Background: an optimization exercise with open tools, aiming at small area and few clock cycles. Do not read the settings as production practice.
Only simulation tests tie the RTL to the original design; equivalence was not proved.
Power is estimated from default activity; no workload was simulated.

Setup of alpha:
==> module cepstral_delta_features_unit, before the edit <==
module cepstral_delta_features_unit (
  input  logic                                clk,
  input  logic                                rst_n,
  input  logic                                push,
  output logic                                full,
  input  logic signed [cdf_pkg::CEP_W-1:0]    in_cep_value,
  input  logic                                in_final_frame,
  output logic                                empty,
  input  logic                                pop,
  output logic [cdf_pkg::FRAME_W-1:0]         out_frame_index,
  output logic [cdf_pkg::COEF_W-1:0]          out_coef_index,
  output logic signed [cdf_pkg::CEP_W-1:0]    out_cep_out,
  output logic signed [cdf_pkg::DELTA_W-1:0]  out_delta_out,
  output logic                                out_utterance_end,
  output logic                                out_short_error,
  input  logic                                cfg_wr_en,
  input  logic [cdf_pkg::CFG_W-1:0]           cfg_wr_data
);
  localparam int ROWS = 32;
  localparam int W    = cdf_pkg::CEP_W;
  logic [cdf_pkg::COEF_W-1:0]  nm1_r;     
  logic                        hv_r;      
  logic [2:0]                  b_r;       
  logic [W-1:0]                v_r;       
  logic [W-1:0]                y_r;       
  logic                        fin_r;
  logic                        last_r;
  logic                        hh_r;      
  logic [cdf_pkg::FRAME_W-1:0] o_frame;   
  logic [cdf_pkg::COEF_W-1:0]  o_coef;    
  logic                        o_valid;
  logic [2:0]                  o_b;       
  logic [W-1:0]                o_cep;
  logic [cdf_pkg::DELTA_W-1:0] o_delta;
  logic                        o_uend;
  logic                        o_serr;
  logic [ROWS-1:0][4*W-1:0]    hist_r;
  logic       out_ready, accept, load_next;
  logic       short_c, last_c, has_res, odd_first, h_done, hh_c;
  logic [2:0] first_b;
  logic [cdf_pkg::COEF_W-1:0]  c_c;
  logic [cdf_pkg::FRAME_W-1:0] f_c;
  logic [W-1:0] s2, s4;
  assign out_ready = !o_valid || pop;
  assign full      = hv_r || !out_ready;
  assign accept    = push && !full;
  assign load_next = hv_r && out_ready;
  assign empty     = !o_valid;
  always_comb begin
    c_c  = o_coef;
    f_c  = o_frame;
    hh_c = hh_r;
    if (last_r) begin
      c_c = '0;
      if (fin_r) begin
        f_c  = '0;
        hh_c = 1'b0;
      end else begin
        f_c  = o_frame + 16'd1;
        hh_c = hh_r || o_frame[2];
      end
    end else begin
      c_c = o_coef + 5'd1;
    end
  end
  assign last_c    = c_c >= nm1_r;
  assign short_c   = !hh_c && !f_c[2];
  assign has_res   = !(short_c && !in_final_frame);
  assign first_b   = hh_c ? 3'd2 : f_c[2:0];
  assign odd_first = first_b[0];
  assign h_done    = (b_r == {1'b0, !fin_r, 1'b0});
  always_ff @(posedge clk) begin
    if (!rst_n) begin
      nm1_r   <= 5'(cdf_pkg::COEF_COUNT_RESET - 1);
      hv_r    <= 1'b0;
      o_valid <= 1'b0;
      fin_r   <= 1'b1;
      last_r  <= 1'b1;
    end else begin
      if (cfg_wr_en) begin
        if (cfg_wr_data == '0)        nm1_r <= '0;
        else if (cfg_wr_data > 6'd32) nm1_r <= 5'd31;
        else                          nm1_r <= 5'(cfg_wr_data - 6'd1);
      end
      if (accept) begin
        hv_r   <= has_res && (odd_first || first_b != {1'b0, !in_final_frame, 1'b0});
        fin_r  <= in_final_frame;
        last_r <= last_c;
      end else if (load_next) begin
        hv_r   <= !h_done;
      end
      if ((accept && has_res && !odd_first) || load_next) o_valid <= 1'b1;
      else if (pop) o_valid <= 1'b0;
    end
  end
  always_ff @(posedge clk) begin
    if (accept) begin
      hh_r    <= hh_c;
      o_frame <= f_c;
      o_coef  <= c_c;
    end
    if (accept && has_res) begin
      v_r     <= in_cep_value;
      y_r     <= s2;
      b_r     <= odd_first ? first_b : first_b - 3'd1;
      o_b     <= first_b;
      o_cep   <= first_b[2] ? s4 : (first_b[1] ? s2 : in_cep_value);
      o_delta <= short_c ? '0 : ($signed({in_cep_value[W-1], in_cep_value}) - $signed({s4[W-1], s4}));
      o_uend  <= in_final_frame && last_c && first_b == 3'd0;
      o_serr  <= short_c;
    end else if (load_next) begin
      b_r     <= b_r - 3'd1;
      o_b     <= b_r;
      o_cep   <= b_r[1] ? (b_r[0] ? s4 : y_r) : (b_r[0] ? s2 : v_r);
      o_uend  <= fin_r && last_r && h_done;
    end
  end
  logic [cdf_pkg::COEF_W-1:0] oc_n, nc_n, addr_n;
  logic                       hv_n, last_n;
  logic [ROWS-1:0]            sel_r, wsel;
  always_comb begin
    oc_n   = o_coef;
    last_n = last_r;
    hv_n   = hv_r;
    if (accept) begin
      oc_n   = c_c;
      last_n = last_c;
      hv_n   = has_res && (odd_first || first_b != {1'b0, !in_final_frame, 1'b0});
    end else if (load_next) begin
      hv_n   = !h_done;
    end
    if (!rst_n) begin
      last_n = 1'b1;
      hv_n   = 1'b0;
    end
    nc_n   = last_n ? '0 : oc_n + 5'd1;
    addr_n = hv_n ? oc_n : nc_n;
  end
  always_ff @(posedge clk) begin
    sel_r         <= '0;
    sel_r[addr_n] <= 1'b1;
  end
  always_comb begin
    wsel = '0;
    wsel[c_c] = 1'b1;
  end
  always_comb begin
    s2 = '0;
    s4 = '0;
    for (int i = 0; i < ROWS; i++) begin
      s2 = s2 | ({W{sel_r[i]}} & hist_r[i][2*W-1:W]);
      s4 = s4 | ({W{sel_r[i]}} & hist_r[i][4*W-1:3*W]);
    end
  end
  for (genvar i = 0; i < ROWS; i++) begin : g_row
    always_ff @(posedge clk) begin
      if (accept && wsel[i]) hist_r[i] <= {hist_r[i][3*W-1:0], in_cep_value};
    end
  end
  assign out_frame_index   = o_frame - {13'd0, o_b};
  assign out_coef_index    = o_coef;
  assign out_cep_out       = o_cep;
  assign out_delta_out     = o_delta;
  assign out_utterance_end = o_uend;
  assign out_short_error   = o_serr;
endmodule
clock: 5.0 ns
lec_check: 0
cap_margin: 20
core_margin: 2
core_utilization: 65
cts_cluster_diameter: 100
cts_cluster_size: 28
slew_margin: 20
run.sh (not shown) runs the stock make flow with config.mk's settings and CLKGATE_MAP_FILE= SYNTH_SCRIPT=/design/flow/synth_recipe.tcl, a recipe that flattens the netlist after the stock synthesis.
Testbench counts of alpha, summed over its fixed seeds: cycles 29,435.
Setup changes, alpha to epsilon
--- a/flow/design.v
+++ b/flow/design.v
@@ -124,9 +124,9 @@
     end
   end
   logic [cdf_pkg::COEF_W-1:0] oc_n, nc_n, addr_n;
   logic                       hv_n, last_n;
-  logic [ROWS-1:0]            sel_r, wsel;
+  logic [ROWS-1:0]            sel_r;
   always_comb begin
     oc_n   = o_coef;
     last_n = last_r;
     hv_n   = hv_r;
@@ -148,12 +148,8 @@
     sel_r         <= '0;
     sel_r[addr_n] <= 1'b1;
   end
   always_comb begin
-    wsel = '0;
-    wsel[c_c] = 1'b1;
-  end
-  always_comb begin
     s2 = '0;
     s4 = '0;
     for (int i = 0; i < ROWS; i++) begin
       s2 = s2 | ({W{sel_r[i]}} & hist_r[i][2*W-1:W]);
@@ -161,9 +157,9 @@
     end
   end
   for (genvar i = 0; i < ROWS; i++) begin : g_row
     always_ff @(posedge clk) begin
-      if (accept && wsel[i]) hist_r[i] <= {hist_r[i][3*W-1:0], in_cep_value};
+      if (accept && sel_r[i]) hist_r[i] <= {hist_r[i][3*W-1:0], in_cep_value};
     end
   end
   assign out_frame_index   = o_frame - {13'd0, o_b};
   assign out_coef_index    = o_coef;
### Flow results
Status: met1 track demand over resource parity (alpha, epsilon). ~same core region area in alpha and epsilon. Half-perimeter wire length after placement across alpha and epsilon: no real change. Post-synthesis compound-gate area fraction: alpha vs epsilon — no meaningful difference. Relative to alpha, number of filler cells placed in the layout has decreased by 44 in epsilon. Sort alpha and epsilon by netlist area before placement, descending, and alpha comes first. The higher clock period minus final worst setup slack of alpha and epsilon is in epsilon. epsilon vs alpha — power dissipated in the clock network climbed slightly. epsilon vs alpha — global-route usage dropped 0.76 points. Comparing alpha and epsilon, the lower buffering stage count on the worst path with inverters included was measured on alpha. Compared to alpha, epsilon has overall power of the completed layout 0.79% higher. The higher required time at the endpoint of the critical path of alpha and epsilon is in alpha.
Testbench counts of epsilon, summed over its fixed seeds: cycles 29,435.

[afterwards: timing with drivers on the ports]
The results above use ideal ports. As a check the final layouts listed here were re-extracted and re-timed, cells and wires unchanged.
Step 1 sets driving cells, clkbuf_16 on the clock port and buf_2 on the other inputs (assumed; they add their load-dependent delay and slew).
Step 2, shift: input delay + t, output delay - t, t = (earliest + latest rising clock arrival at the registers) / 2. This alone moves slack from input paths to output paths.
Three values: ideal ports, drivers, drivers and shift; two values: the first two.
run | t (ns) | slack for setup (ns) | worst setup path at the end | worst register clock-pin slew, ns | worst slew at a driven data input, ns
alpha | 0.782 | 0.417 / 0.417 / 0.106 | input to register | 0.12 / 0.12 | 0.07
epsilon | 0.782 | 0.302 / 0.231 / 0.025 | input to register | 0.11 / 0.11 | 0.07
After both steps every run listed still meets setup and hold. The setup slack of alpha, which loses most, moves by 0.000 ns with the drivers and by -0.311 ns with both steps.
